Context: an optimization exercise on an open-source flow, tuned for small area, a short achievable clock period and few clock cycles per item. The choices shown serve that exercise and are no tape-out recipe. Function was checked by simulation only, so behaviour that the tests miss may differ from the original.

## modular_exponentiation_unit
module modular_exponentiation_unit
#(
    parameter int VALUE_WIDTH = 32
) (
    input  wire logic                   i_clk,
    input  wire logic                   i_rst_n,
    input  wire logic                   i_start,
    input  wire logic [VALUE_WIDTH-1:0] i_base_value,
    input  wire logic                   i_is_last,
    output logic                        o_busy,
    output logic                        o_done,
    output logic [VALUE_WIDTH-1:0]      o_power_value,
    output logic                        o_last_out,
    input  wire logic                   i_cfg_we,
    input  wire logic [modexp_pkg::CFG_IDX_W-1:0]  i_cfg_index,
    input  wire logic [modexp_pkg::CFG_DATA_W-1:0] i_cfg_data
);
clock: 9.0 ns
lec_check: 0
cap_margin: 20
core_margin: 2
core_utilization: 40
cts_buf_list: sky130_fd_sc_hd__clkbuf_8
setup_slack_margin: 5
slew_margin: 20
standard.sh (not shown) runs the stock make flow with config.mk's settings and CLKGATE_MAP_FILE= SYNTH_SCRIPT=/design/flow/synth_recipe.tcl, a recipe that flattens the netlist after the stock synthesis.
==> flow/flow/run.sh <==
#!/bin/bash
# the standard layout, with the port buffers made from the smallest buffer cell
set -euo pipefail
export BUFFER_PORTS_ARGS="-buffer_cell sky130_fd_sc_hd__buf_1"
bash standard.sh > standard.log 2>&1
Testbench counts at the start, summed over its fixed seeds: cycles 369,088, items 256.
Edit:
- CTS_BUF_LIST: sky130_fd_sc_hd__clkbuf_8 -> unset
- PLACE_DENSITY: unset -> 0.8
After rerunning: Via count climbs slightly; wire length goes down by a few percent; sequential share of layout area falls by 0.31 points.
Edit:
- PLACE_DENSITY: 0.8 -> unset
The changed run produced a clean layout. Core utilization drops by 1.1 points. Design area drops by 2.3%. Setup slack gains 0.056 ns. Via count shrinks by about 2.8%.

* * *

## run H
Another version of the RTL of modular_exponentiation_unit (not shown whole).
Size: ~1500 cells after synthesis, ~110 I/O pins.
export LEC_CHECK = 0
export CAP_MARGIN = 20
export CORE_MARGIN = 2
export CORE_UTILIZATION = 60
export PLACE_DENSITY = 0.7
export SETUP_SLACK_MARGIN = 5
export SLEW_MARGIN = 20
create_clock -name core_clock -period 9.0 [get_ports {i_clk}]
run.sh (not shown) runs the stock make flow with config.mk's settings and CLKGATE_MAP_FILE= SYNTH_SCRIPT=/design/flow/synth_recipe.tcl, a recipe that flattens the netlist after the stock synthesis.
Stock flow here: none of the scripts above is used.
Testbench counts of run H, summed over its fixed seeds: cycles 382,168, items 256.
What run M does differently from run H at the input level:
-- flow/config.mk --
<<< run H, line 10
export CORE_UTILIZATION = 60
export PLACE_DENSITY = 0.7
>>> run M, line 10
export CORE_UTILIZATION = 40
[summary]
Compared with run H, run M degrades setup slack.
In run M relative to run H, average detailed-routed wire length per instance had gone down by a little under 10%.
Between run M and run H, the total wirelength of the detailed-routed design does not differ in any meaningful way.
Routed length on met3 (run H / run M): 1.4
Relative to run H, the met3 layer usage reported by global route of run M is lower by 3.1 points.
Where HPWL after detailed placement is concerned, run H is better than run M.

* * *

oak:
Another version of the RTL of modular_exponentiation_unit (not shown whole).
Size: ~1400 cells after synthesis, roughly 180 flip-flops, ~110 I/O pins.
// modular_exponentiation_unit
module modular_exponentiation_unit
#(
    parameter int VALUE_WIDTH = 32
) (
    input  wire logic                   i_clk,
    input  wire logic                   i_rst_n,
    input  wire logic                   i_start,
    input  wire logic [VALUE_WIDTH-1:0] i_base_value,
    input  wire logic                   i_is_last,
    output logic                        o_busy,
    output logic                        o_done,
    output logic [VALUE_WIDTH-1:0]      o_power_value,
    output logic                        o_last_out,
    input  wire logic                   i_cfg_we,
    input  wire logic [modexp_pkg::CFG_IDX_W-1:0]  i_cfg_index,
    input  wire logic [modexp_pkg::CFG_DATA_W-1:0] i_cfg_data
);
Settings: LEC_CHECK=0, CAP_MARGIN=20, CORE_MARGIN=2, CORE_UTILIZATION=40, SETUP_SLACK_MARGIN=4, SLEW_MARGIN=20; clock period 9.0 ns.
Testbench counts of oak, summed over its fixed seeds: cycles 377,024, items 256.
### oak -> pine
# oak
export LEC_CHECK = 0
export CAP_MARGIN = 20
export CORE_MARGIN = 2
export CORE_UTILIZATION = 40
export SETUP_SLACK_MARGIN = 4
export SLEW_MARGIN = 20
create_clock -name core_clock -period 9.0 [get_ports {i_clk}]
# pine
export LEC_CHECK = 0
export CAP_MARGIN = 20
export CORE_MARGIN = 2
export CORE_UTILIZATION = 40
export SETUP_SLACK_MARGIN = 5
export SLEW_MARGIN = 20
create_clock -name core_clock -period 9.0 [get_ports {i_clk}]
## What came out
pine against oak: detailed-placement wirelength estimate moved up, clock network contribution to total cell area roughly the same, share of cell area taken by flip-flops and latches lower.
What birch does differently from pine at the input level:
==> flow/flow/run.sh (new file) <==
#!/bin/bash
# the standard layout, with the port buffers made from the smallest buffer cell
set -euo pipefail
export BUFFER_PORTS_ARGS="-buffer_cell sky130_fd_sc_hd__buf_1"
bash standard.sh > standard.log 2>&1
==> flow/standard.sh (new file) <==
#!/bin/bash
# synth_recipe.tcl (not shown) runs the flow's synth.tcl, then flattens the netlist and writes it again
# the make line also repeats each setting of config.mk as NAME=value (left out here)
make -C /OpenROAD-flow-scripts/flow DESIGN_CONFIG=/design/flow/config.mk WORK_HOME=/design/flow/orfs CLKGATE_MAP_FILE= SYNTH_SCRIPT=/design/flow/synth_recipe.tcl "${@:-finish}"
removed: flow/run.sh
[summary]
- The pin count of the biggest net entering global routing of birch exceeds that of pine by 2.0%.
- birch against pine: non-clock buffer count increased about 5%; number of vias after detailed routing increased 0.83%.

* * *

== maple ==
modular_exponentiation_unit, a different RTL version from the one above (not shown whole).
For scale: ~1500 cells after synthesis, ~110 I/O pins.
==> flow/config.mk <==
export PLATFORM = sky130hd
export DESIGN_NAME = modular_exponentiation_unit
export DESIGN_NICKNAME = modular_exponentiation_unit
export VERILOG_FILES = /design/flow/design.v
export SDC_FILE = /design/flow/constraint.sdc
export NUM_CORES = 4
export LEC_CHECK = 0
export CAP_MARGIN = 20
export CORE_MARGIN = 2
export CORE_UTILIZATION = 40
export SETUP_SLACK_MARGIN = 4.0
export SLEW_MARGIN = 20
==> flow/constraint.sdc <==
create_clock -name core_clock -period 9.0 [get_ports {i_clk}]
set_input_delay 1.8000 -clock core_clock [delete_from_list [all_inputs] [get_ports {i_clk}]]
set_output_delay 1.8000 -clock core_clock [all_outputs]
set_load 0.01 [all_outputs]
standard.sh (not shown) runs the stock make flow with config.mk's settings and CLKGATE_MAP_FILE= SYNTH_SCRIPT=/design/flow/synth_recipe.tcl, a recipe that flattens the netlist after the stock synthesis.
==> flow/flow/run.sh <==
#!/bin/bash
# the standard layout, with the port buffers made from the smallest buffer cell
set -euo pipefail
export BUFFER_PORTS_ARGS="-buffer_cell sky130_fd_sc_hd__buf_1"
bash standard.sh > standard.log 2>&1
Testbench counts of maple, summed over its fixed seeds: cycles 365,233, items 256.
For quartz, these inputs were changed with respect to maple:
Settings: changing SETUP_SLACK_MARGIN from 4.0 to 4.75; changing CORE_UTILIZATION from 40 to 30.
Results
quartz vs. maple: clock skew stayed essentially flat; buffer share of cell area rose by 2.5 points. Between maple and quartz, cell area is lower for maple, quartz comes in above that. Area growth from synthesis to final layout came out higher on quartz than on maple. The utilization after layout number comes out higher for maple vs quartz. quartz against maple: total track usage -4.3 points, final cell count +about 9%, synthesized cell count ~0 delta, wire length +9.1%.
The following lists how nickel was set up differently from quartz:
Settings: CORE_UTILIZATION now 40, was 30; CELL_PAD_IN_SITES_DETAIL_PLACEMENT now 0, previously not set; CELL_PAD_IN_SITES_GLOBAL_PLACEMENT now 0, previously not set.
### Flow results
quartz completed end to end with timing, DRC and antenna clean.
nickel finished all stages; the layout is clean.
nickel vs quartz on global-route usage: nickel is the higher one.
On post-synthesis share of cell area spent on full adders, half adders and majority gates, quartz and nickel are neck and neck.
The share of the final layout cell area in multi-input gates of nickel exceeds that of quartz by 0.71 points.
Taking quartz over nickel, the core footprint ratio works out to 1.3.
Initial standard-cell utilization of the core: quartz and nickel compared, higher one is nickel
Fmax | nickel vs quartz | nickel faster
The critical path startpoint comes out r_first in one run and r_a_bit in the other, namely in quartz and nickel respectively.
The core of nickel is more densely filled than that of quartz.
nickel gives less final-layout non-clock buffer area share than quartz did.
r_a_bit as the timing endpoint of the critical path was reported by nickel, and r_p[30] by quartz.
Edits applied to the flow inputs when going from nickel to xenon:
Settings: putting PLACE_DENSITY_LB_ADDON at 0.2 where nothing was set; clearing CELL_PAD_IN_SITES_DETAIL_PLACEMENT, which used to be 0; clearing CELL_PAD_IN_SITES_GLOBAL_PLACEMENT, which used to be 0.
Results
xenon: full flow OK, the timing, design-rule and antenna checks passed. Comparing nickel and xenon, the higher maximum number of pins on one net before global-route repair is on nickel. Min via-per-instance ratio across nickel and xenon: nickel.

re-timing with driven ports:
The flow's constraints put no driver on any port. The routed layouts listed below were extracted and timed again, unchanged, in two steps. Step 1 (the two cells are an assumption about what drives the block):
set clk [get_ports {i_clk}]
set_driving_cell -lib_cell sky130_fd_sc_hd__clkbuf_16 $clk
set_driving_cell -lib_cell sky130_fd_sc_hd__buf_2 [delete_from_list [all_inputs] $clk]
Step 2, shift: input delay + t, output delay - t, t = (earliest + latest rising clock arrival at the registers) / 2. This alone moves slack from input paths to output paths. a / b / c = ideal ports / drivers / drivers and shift; a / b = the first two.
run	t, ns	setup WS [ns]	worst setup path after step 2	latest minus earliest clock arrival (ns)	cell pins on the clock port's net
the first run of note 1	0.540	4.730 / 4.730 / 4.730	register to register	0.030 / 0.030	1
the second run of note 1	0.497	4.677 / 4.677 / 4.677	register to register	0.013 / 0.013	1
the third run of note 1	0.492	4.734 / 4.734 / 4.734	register to register	0.022 / 0.022	1
run H	0.492	4.892 / 4.892 / 4.892	register to register	0.013 / 0.013	1
run M	0.491	4.864 / 4.864 / 4.864	register to register	0.011 / 0.012	1
oak	0.504	4.181 / 4.181 / 4.181	register to register	0.014 / 0.014	1
pine	0.495	4.787 / 4.787 / 4.787	register to register	0.019 / 0.020	1
birch	0.497	4.825 / 4.825 / 4.825	register to register	0.014 / 0.015	1
maple	0.506	4.336 / 4.336 / 4.336	register to register	0.013 / 0.013	1
quartz	0.511	4.777 / 4.777 / 4.777	register to register	0.013 / 0.012	1
nickel	0.514	4.863 / 4.863 / 4.863	register to register	0.020 / 0.021	1
xenon	0.506	4.792 / 4.792 / 4.792	register to register	0.016 / 0.016	1
After both steps setup and hold are still met in every run listed.
